This is an optimization exercise on Yosys and OpenROAD, whose aim is small area, a short achievable clock period and few clock cycles per item, not a production implementation. The RTL was checked by simulation tests, not by an equivalence proof against the original design. No activity file was given, so power comes from the tool's default toggle rates.

## ln_top
module ln_top (
    input  logic                  core_clk,
    input  logic                  rst_n,
    input  logic                  ln_start,       
    input  ln_pkg::ln_cfg_t       cfg,            
    input  logic [(4 * 4 * 8)-1:0] lbuf_rdata,
    input  logic [(4 * 4 * 8)-1:0] cache_rdata,
    output logic                  ln_end,
    output ln_pkg::ln_lbuf_req_t  lbuf_req,
    output logic [(4 * 4 * 8)-1:0] lbuf_wdata,
    output ln_pkg::ln_cache_req_t cache_req,
    output logic [(4 * 4 * 8)-1:0] cache_wdata
);
    localparam int ROWS  = 4 * 4;
    localparam int ACC_W = 19;                    
    localparam int P_W   = 26;                    
    localparam logic [1:0] PT_SUMC = 2'd0;
    localparam logic [1:0] PT_SUMX = 2'd1;
    localparam logic [1:0] PT_OUTL = 2'd2;
    localparam logic [4:0] GAP     = 5'd17;       
    logic [13-1:0] ia_q, oa_q;
    logic [12-1:0]   n_q;
    logic [2:0] sh_s3;       
    logic [6:0] sh_mask;     
    logic       sh_s8;       
    always_ff @(posedge core_clk) begin
        ia_q  <= 13'(cfg.ifm_align);
        oa_q  <= 13'(cfg.ofm_align);
        n_q   <= cfg.channel_number;
        sh_s8 <= cfg.shift_out[3];
        sh_s3 <= cfg.shift_out[3] ? 3'd0 : cfg.shift_out[2:0];
        for (int j = 0; j < 7; j++)
            sh_mask[j] <= cfg.shift_out[3] || (cfg.shift_out[2:0] >= 3'(7 - j));
    end
    logic                  busy;
    logic                  act;         
    logic                  first;       
    logic [1:0]            pt;          
    logic [1:0]            pend;        
    logic [12-1:0]   cnt;         
    logic [4:0]            gap;
    logic                  gap_on;
    logic [11:0]           sl;          
    logic                  cren;
    logic [13-1:0] raddr, rbase, rnext;
  ...
clock: 9.0 ns
lec_check: 0
abc_area: 1
cap_margin: 20
core_margin: 2
core_utilization: 45
cts_buf_list: sky130_fd_sc_hd__clkbuf_8
cts_cluster_diameter: 50
cts_cluster_size: 12
place_density: 0.6
slew_margin: 20
standard.sh (not shown) runs the stock make flow with config.mk's settings and CLKGATE_MAP_FILE= SYNTH_SCRIPT=/design/flow/synth_recipe.tcl, a recipe that flattens the netlist after the stock synthesis.
==> flow/flow/run.sh <==
#!/bin/bash
set -euo pipefail
export BUFFER_PORTS_ARGS="-buffer_cell sky130_fd_sc_hd__buf_2"
export SETUP_SLACK_MARGIN=5.3
bash standard.sh > flow_make.log 2>&1
Testbench counts at the start, summed over its fixed seeds: cycles 69,324, items 40,736.
Then changed:
Settings changed: ABC_AREA 1 to not set.
What happened:
- cell area went down by about 5%
- routed wire length falls by about 7%
- sequential power drops by about 14%
- synthesized area decreases by 2.9%
- sequential share of layout area goes up by 1.6 points
- flip-flop and latch count stays the same
- power shrinks by 31%
- final cell count falls by about 18%
- non-clock buffer count decreases by 184
Then changed:
--- a/flow/flow/run.sh
+++ b/flow/flow/run.sh
@@ -4,0 +5,2 @@
+# clock tree: same settings as config.mk, without dummy balancing loads
+export CTS_ARGS="-sink_clustering_enable -repair_clock_nets -dont_use_dummy_load -buf_list sky130_fd_sc_hd__clkbuf_8 -sink_clustering_size 12 -sink_clustering_max_diameter 50"
After rerunning: The changed run went through all stages and came out clean. First-iteration DRC count falls by a few percent. Worst setup slack is worse by 0.028 ns. Register-to-register slack is worse by 0.03 ns. Count of clock-buffer cells in the layout falls by 17. Final cell count falls slightly. Final area falls slightly. Routed wire length barely changes. Flip-flop and latch count stays the same. Total power falls by a few percent.
Then changed:
==> flow/flow/run.sh (replaced) <==
#!/bin/bash
set -euo pipefail
export BUFFER_PORTS_ARGS="-buffer_cell sky130_fd_sc_hd__buf_2"
export SETUP_SLACK_MARGIN=5.8
bash standard.sh > flow_make.log 2>&1
Settings changed: CTS_BUF_LIST sky130_fd_sc_hd__clkbuf_8 to not set, CTS_CLUSTER_DIAMETER 50 to 60, CTS_CLUSTER_SIZE 12 to 20.
The changed run finished clean.
Cell area goes up by about 14%.
Setup slack improved by 0.017 ns.
Routed wire length goes up by about 6%.
First-iteration DRC count goes down by about 9%.
Via count goes up by about 5%.

========
ln_top, a different RTL version from the one above (not shown whole).
For scale: ~6700 cells after synthesis, ~1100 flip-flops, about 64000 µm² of cells after synthesis.
==> flow/config.mk <==
export PLATFORM = sky130hd
export DESIGN_NAME = ln_top
export DESIGN_NICKNAME = ln_top
export VERILOG_FILES = /design/flow/design.v
export SDC_FILE = /design/flow/constraint.sdc
export NUM_CORES = 4
export LEC_CHECK = 0
export CAP_MARGIN = 20
export CORE_MARGIN = 2
export CORE_UTILIZATION = 45
export CTS_BUF_LIST = sky130_fd_sc_hd__clkbuf_8
export CTS_CLUSTER_DIAMETER = 50
export CTS_CLUSTER_SIZE = 12
export PLACE_DENSITY = 0.6
export SLEW_MARGIN = 20
==> flow/constraint.sdc <==
create_clock -name core_clock -period 9.0 [get_ports {core_clk}]
set_input_delay 1.8000 -clock core_clock [delete_from_list [all_inputs] [get_ports {core_clk}]]
set_output_delay 1.8000 -clock core_clock [all_outputs]
set_load 0.01 [all_outputs]
==> flow/flow/run.sh <==
#!/bin/bash
set -euo pipefail
export BUFFER_PORTS_ARGS="-buffer_cell sky130_fd_sc_hd__buf_2"
export SETUP_SLACK_MARGIN=5.6
# clock tree: same settings as config.mk, without dummy balancing loads
export CTS_ARGS="-sink_clustering_enable -repair_clock_nets -dont_use_dummy_load -buf_list sky130_fd_sc_hd__clkbuf_8 -sink_clustering_size 12 -sink_clustering_max_diameter 50"
bash standard.sh > flow_make.log 2>&1
The baseline finished with timing, DRC and antenna clean.
Testbench counts at the start, summed over its fixed seeds: cycles 69,512, items 40,736.
==> next run, changes <==
==> flow/flow/run.sh (replaced) <==
#!/bin/bash
set -euo pipefail
export BUFFER_PORTS_ARGS="-buffer_cell sky130_fd_sc_hd__buf_2"
export SETUP_SLACK_MARGIN=5.3
# clock tree: same settings as config.mk, without dummy balancing loads
export CTS_ARGS="-sink_clustering_enable -repair_clock_nets -dont_use_dummy_load -buf_list sky130_fd_sc_hd__clkbuf_8 -sink_clustering_size 12 -sink_clustering_max_diameter 50"
bash standard.sh > flow_make.log 2>&1
The changed run went through all stages and came out clean.
Worst setup slack improves by 0.15 ns.
Synthesized cell count stays the same.
Clock-buffer cell count came out higher by 3.
Total power came out lower by about 5.3%.
Routed wire length shrinks by about 2.8%.
==> next run, changes <==
==> flow/flow/run.sh (replaced) <==
#!/bin/bash
set -euo pipefail
export BUFFER_PORTS_ARGS="-buffer_cell sky130_fd_sc_hd__buf_2"
export SETUP_SLACK_MARGIN=5.3
bash standard.sh > flow_make.log 2>&1
The new run produced a clean layout. Clock power increases by a quarter to a third. Clock-buffer cell count came out higher by 18. Maximum frequency rises slightly. Setup slack gains 0.015 ns. Global-route usage stays flat. Power rose by a few percent. Wire length goes up slightly. Hold slack improves by 0.032 ns.
==> next run, changes <==
==> flow/flow/run.sh (replaced) <==
#!/bin/bash
set -euo pipefail
export BUFFER_PORTS_ARGS="-buffer_cell sky130_fd_sc_hd__buf_2"
export SETUP_SLACK_MARGIN=5.3
# clock tree: same settings as config.mk, without dummy balancing loads
export CTS_ARGS="-sink_clustering_enable -repair_clock_nets -dont_use_dummy_load -buf_list sky130_fd_sc_hd__clkbuf_8 -sink_clustering_size 12 -sink_clustering_max_diameter 50"
bash standard.sh > flow_make.log 2>&1
Effect: Routed wire length falls by 0.37%; maximum frequency came out lower by 0.40%; synthesized cell count is unchanged; combinational power stays flat; setup slack got worse by 0.015 ns; global-route usage hardly moves; total power came out lower by 3.5%.

========
ln_top with an RTL version that a note above also has.
Size in the first run: ~6500 cells after synthesis, ~1000 flip-flops.
==> flow/config.mk <==
export PLATFORM = sky130hd
export DESIGN_NAME = ln_top
export DESIGN_NICKNAME = ln_top
export VERILOG_FILES = /design/flow/design.v
export SDC_FILE = /design/flow/constraint.sdc
export NUM_CORES = 4
export LEC_CHECK = 0
export CAP_MARGIN = 20
export CORE_MARGIN = 2
export CORE_UTILIZATION = 45
export CTS_CLUSTER_DIAMETER = 60
export CTS_CLUSTER_SIZE = 20
export PLACE_DENSITY = 0.6
export SETUP_SLACK_MARGIN = 5
export SLEW_MARGIN = 20
==> flow/constraint.sdc <==
create_clock -name core_clock -period 9.0 [get_ports {core_clk}]
set_input_delay 1.8000 -clock core_clock [delete_from_list [all_inputs] [get_ports {core_clk}]]
set_output_delay 1.8000 -clock core_clock [all_outputs]
set_load 0.01 [all_outputs]
run.sh (not shown) runs the stock make flow with config.mk's settings and CLKGATE_MAP_FILE= SYNTH_SCRIPT=/design/flow/synth_recipe.tcl, a recipe that flattens the netlist after the stock synthesis.
Stock flow here: none of the scripts above is used.
The baseline finished with timing, DRC and antenna clean.
Testbench counts at the start, summed over its fixed seeds: cycles 69,324, items 40,736.
Edit:
==> flow/flow/run.sh (new file) <==
#!/bin/bash
set -euo pipefail
export BUFFER_PORTS_ARGS="-buffer_cell sky130_fd_sc_hd__buf_2"
export SETUP_SLACK_MARGIN=5.0
bash standard.sh > flow_make.log 2>&1
==> flow/standard.sh (new file) <==
#!/bin/bash
# synth_recipe.tcl (not shown) runs the flow's synth.tcl, then flattens the netlist and writes it again
# the make line also repeats each setting of config.mk as NAME=value (left out here)
make -C /OpenROAD-flow-scripts/flow DESIGN_CONFIG=/design/flow/config.mk WORK_HOME=/design/flow/orfs CLKGATE_MAP_FILE= SYNTH_SCRIPT=/design/flow/synth_recipe.tcl "${@:-finish}"
SETUP_SLACK_MARGIN = default   (was 5)
removed: flow/run.sh
Flip-flop and latch count stays the same.
Power drops by 1.7%.
Setup slack gains 85 ps.
Hold slack barely changes.
Cell area goes down by 4.9%.
Clock-buffer cell count rose by 8.
Routed wire length goes down by 1.6%.
Non-clock buffer count came out lower by 15.
Maximum frequency is higher by 2.2%.
Edit:
CORE_UTILIZATION = 60   (was 45)
CTS_BUF_LIST = sky130_fd_sc_hd__clkbuf_8   (was default)
CTS_CLUSTER_DIAMETER = 50   (was 60)
CTS_CLUSTER_SIZE = 12   (was 20)
PLACE_DENSITY = 0.75   (was 0.6)
=> The changed run went through all stages and came out clean; cell count came out lower by 4.3%; setup slack is worse by 65 ps; die area shrinks by 25%; hold slack improves by 3.3 ps; sequential power is about the same; utilization rises by 16 points; non-clock buffer count fell by 2.

==> what the ideal ports hide <==
In the flow no input, the clock included, has a driving cell. The finished layouts below were timed again as built, in two steps.
Step 1 (the two cells are an assumption about what drives the block):
set clk [get_ports {core_clk}]
set_driving_cell -lib_cell sky130_fd_sc_hd__clkbuf_16 $clk
set_driving_cell -lib_cell sky130_fd_sc_hd__buf_2 [delete_from_list [all_inputs] $clk]
Step 2, shift: input delay + t, output delay - t, t = (earliest + latest rising clock arrival at the registers) / 2. This alone moves slack from input paths to output paths.
Slacks: no drivers / after step 1 / after step 2; pairs: no drivers / after step 1.
| run | t, ns | slack for setup (ns) | worst setup path at the end | clock arrival spread, ns | cell pins on the clock port's net |
|---|---|---|---|---|---|
| the first run of note 1 | 0.977 | 4.577 / 4.630 / 3.653 | input to register | 0.061 / 0.060 | 1 |
| the second run of note 1 | 0.938 | 5.270 / 5.267 / 4.339 | input to register | 0.055 / 0.055 | 1 |
| the third run of note 1 | 0.905 | 5.242 / 5.227 / 4.322 | input to register | 0.101 / 0.102 | 1 |
| the fourth run of note 1 | 0.814 | 5.258 / 5.258 / 4.467 | input to register | 0.043 / 0.043 | 1 |
| the first run of note 2 | 0.941 | 5.152 / 5.152 / 5.152 | register to register | 0.099 / 0.099 | 1 |
| the second run of note 2 | 0.936 | 5.301 / 5.301 / 5.301 | register to register | 0.099 / 0.100 | 1 |
| the third run of note 2 | 0.958 | 5.315 / 5.315 / 5.315 | register to register | 0.069 / 0.069 | 1 |
| the fourth run of note 2 | 0.936 | 5.301 / 5.301 / 5.301 | register to register | 0.099 / 0.100 | 1 |
| the first run of note 3 | 0.809 | 5.028 / 4.945 / 4.316 | input to register | 0.046 / 0.045 | 1 |
| the second run of note 3 | 0.802 | 5.113 / 5.150 / 4.357 | input to register | 0.040 / 0.040 | 1 |
| the third run of note 3 | 0.877 | 5.048 / 5.048 / 4.257 | input to register | 0.049 / 0.048 | 1 |
After both steps setup and hold are still met in every run listed. For the second run of note 1, which loses most, drivers alone change the setup slack by -0.003 ns; drivers and shift together by -0.931 ns.
